What follows belongs to an exercise in optimizing a design on an open flow for small area, a short achievable clock period and few clock cycles; a production flow would make more cautious choices. Function was checked by simulation only, so behaviour that the tests miss may differ from the original. Power is estimated from default activity; no workload was simulated.

Setup of run A:
// zero_run_bitmap_decoder
module zero_run_bitmap_decoder #(
    parameter int MAX_CLUSTERS = 4096
) (
    input  logic                    clk,
    input  logic                    rst_n,
    input  logic                    cfg_valid,
    output logic                    cfg_ready,
    input  zrbd_pkg::count_t        cfg_data,
    input  logic                    in_valid,
    output logic                    in_stall,
    input  zrbd_pkg::cmd_t          cmd,
    input  zrbd_pkg::byte_t         data_byte,
    input  zrbd_pkg::count_t        cluster,
    output logic                    out_valid,
    input  logic                    out_stall,
    output logic                    visible
);
    localparam int RN  = zrbd_pkg::RING_N;
    localparam int RL  = zrbd_pkg::RING_LEN;
    localparam int RW  = $clog2(RN);
    localparam int SW  = $clog2(RL);
    localparam int PW  = 10;             
    localparam int OD  = 8;              
    localparam int OW  = $clog2(OD);
    logic               q0_v, q1_v;
    logic               q0_k, q1_k;      
    zrbd_pkg::cmd_t     q0_cmd, q1_cmd;
    zrbd_pkg::byte_t    q0_d, q1_d;
    zrbd_pkg::count_t   q0_cl, q1_cl;
    logic [RL*8-1:0]    q0_rsel;         
    logic               stall_r;
    logic               cfg_block_r;     
    logic [12:0]        eff_reg;         
    logic [PW-1:0]      len_reg;         
    logic [PW-1:0]      wpos_reg;
    logic [PW:0]        rem_reg;         
    logic               rem_fix;         
    logic               expect_reg;
    logic               fill_reg;
    logic [SW-1:0]      ph_reg;          
    logic [RL-1:0]      nx_oh;           
    logic [RL-1:0]      clr_done;        
    logic [RL-1:0]      buf_v;
    logic [RW-1:0]      buf_idx [RL];
    zrbd_pkg::byte_t    buf_d   [RL];
    logic [RN-1:0]      ins_wr_r;
    logic               ins_v_r, ins_clr_r;
    logic [RW-1:0]      ins_idx_r;
    zrbd_pkg::byte_t    ins_d_r;
    logic               r1_v;
    logic               r1_one;          
    logic               r1_use;          
    logic [7:0]         r1_lo, r1_hi;    
    logic [RN-1:0]      r1_bits;
    logic               ov_reg, vis_reg;
    logic [OD-1:0]      of_d;
    logic [OW-1:0]      of_rd, of_wr;
    logic [OW:0]        of_n;
    logic               take, head_free, blocked, fire;
    logic               stall_nx, q_full_nx;
    zrbd_pkg::count_t   in_cl;
  ...
Size in the first run: about 4600 flip-flops, ~45 I/O pins, roughly 130000 um2 of cells after synthesis.
Settings: LEC_CHECK=0, CAP_MARGIN=20, CORE_MARGIN=2, CORE_UTILIZATION=40, CTS_CLUSTER_DIAMETER=90, CTS_CLUSTER_SIZE=28, PLACE_DENSITY=0.75, SETUP_SLACK_MARGIN=5, SLEW_MARGIN=20; clock period 8.0 ns.
run.sh (not shown) runs the stock make flow with config.mk's settings and CLKGATE_MAP_FILE= SYNTH_SCRIPT=/design/flow/synth_recipe.tcl, a recipe that flattens the netlist after the stock synthesis.
Having completed the whole flow, run A delivered a layout that passed the timing, DRC and antenna checks.
Testbench counts of run A, summed over its fixed seeds: cycles 15,652.
## Diff of input files: run B against run A
Settings: PLACE_DENSITY no longer set, was 0.75; CTS_CLUSTER_DIAMETER now 80, was 90; CTS_CLUSTER_SIZE now 24, was 28.
## What came out
- Per the comparison of run B with run A, antenna diode count shows an increase of 1, combinational power went up.
- From run A to run B the numbers moved as follows: sequential share of layout area dropped 0.43 points; count of clock-buffer cells in the layout shows an increase of about 13%; share of final-layout standard cells stronger than drive strength 1 shows an increase of 0.47 points.
- Run A and run B ended up with nearly the same biggest cell delay along the critical path.
Edits applied to the flow inputs when going from run B to run C:
Settings: changing CTS_CLUSTER_SIZE from 24 to 28; changing CTS_CLUSTER_DIAMETER from 80 to 90; changing CORE_UTILIZATION from 40 to 35.
Results
Sort run B and run C by total power, descending, and run B comes first.
Between run B and run C, the difference in aggregate routed wire length is negligible.
Run C vs run B, fraction of final layout cells sized beyond drive strength 1 went down by 0.21 points.
Taking run C over run B, the post-CTS setup repair buffer count ratio works out to 1.05.

* * *

zero_run_bitmap_decoder again, from the RTL that the note above started with.
clock: 8.0 ns
lec_check: 0
cap_margin: 20
core_margin: 2
core_utilization: 47
cts_cluster_diameter: 90
cts_cluster_size: 28
setup_slack_margin: 5
slew_margin: 20
The first run produced a clean layout.
Testbench counts at the start, summed over its fixed seeds: cycles 15,652.
Next try:
--- a/flow/config.mk
+++ b/flow/config.mk
@@ -8,5 +8,5 @@
 export CAP_MARGIN = 20
 export CORE_MARGIN = 2
-export CORE_UTILIZATION = 47
+export CORE_UTILIZATION = 40
 export CTS_CLUSTER_DIAMETER = 90
 export CTS_CLUSTER_SIZE = 28
=> The new run finished with timing, DRC and antenna clean. First-iteration DRC count rose by 5.7%. Non-clock buffer count fell by 21. Global-route usage went down by 5.3 points.
Next try:
--- a/flow/config.mk
+++ b/flow/config.mk
@@ -9,4 +9,5 @@
 export CORE_MARGIN = 2
 export CORE_UTILIZATION = 40
+export CTS_BUF_LIST = sky130_fd_sc_hd__clkbuf_16
 export CTS_CLUSTER_DIAMETER = 90
 export CTS_CLUSTER_SIZE = 28
Result:
- final area barely changes
- die area is unchanged
- via count stays flat
- cell count is about the same

==> re-timing with driven ports <==
Ports are ideal in the flow. The routed layouts listed here were re-timed in OpenROAD. Step 1 (the two cells are an assumption about what drives the block):
set clk [get_ports {clk}]
set_driving_cell -lib_cell sky130_fd_sc_hd__clkbuf_16 $clk
set_driving_cell -lib_cell sky130_fd_sc_hd__buf_2 [delete_from_list [all_inputs] $clk]
Step 2 times the ports against the registers' clock, not the clock port: input delays grow and output delays shrink by t, the midpoint of the rising clock arrivals with the driver on. Three values: no drivers, after step 1, after step 2; two values: the first two.
run | t, ns | slack for setup (ns) | worst setup path at the end | latest minus earliest clock arrival (ns)
run A | 0.997 | 4.798 / 4.699 / 4.096 | input to register | 0.118 / 0.118
run B | 1.039 | 4.839 / 4.752 / 4.058 | input to register | 0.096 / 0.095
run C | 1.028 | 4.785 / 4.687 / 4.109 | input to register | 0.087 / 0.087
the first run of note 2 | 0.993 | 4.771 / 4.673 / 4.171 | input to register | 0.050 / 0.051
the second run of note 2 | 1.012 | 4.853 / 4.751 / 4.072 | input to register | 0.077 / 0.077
the third run of note 2 | 1.010 | 4.856 / 4.755 / 4.063 | input to register | 0.082 / 0.082
After both steps setup and hold are still met in every run listed. The setup slack of the third run of note 2, which loses most, moves by -0.101 ns with the drivers and by -0.793 ns with both steps.
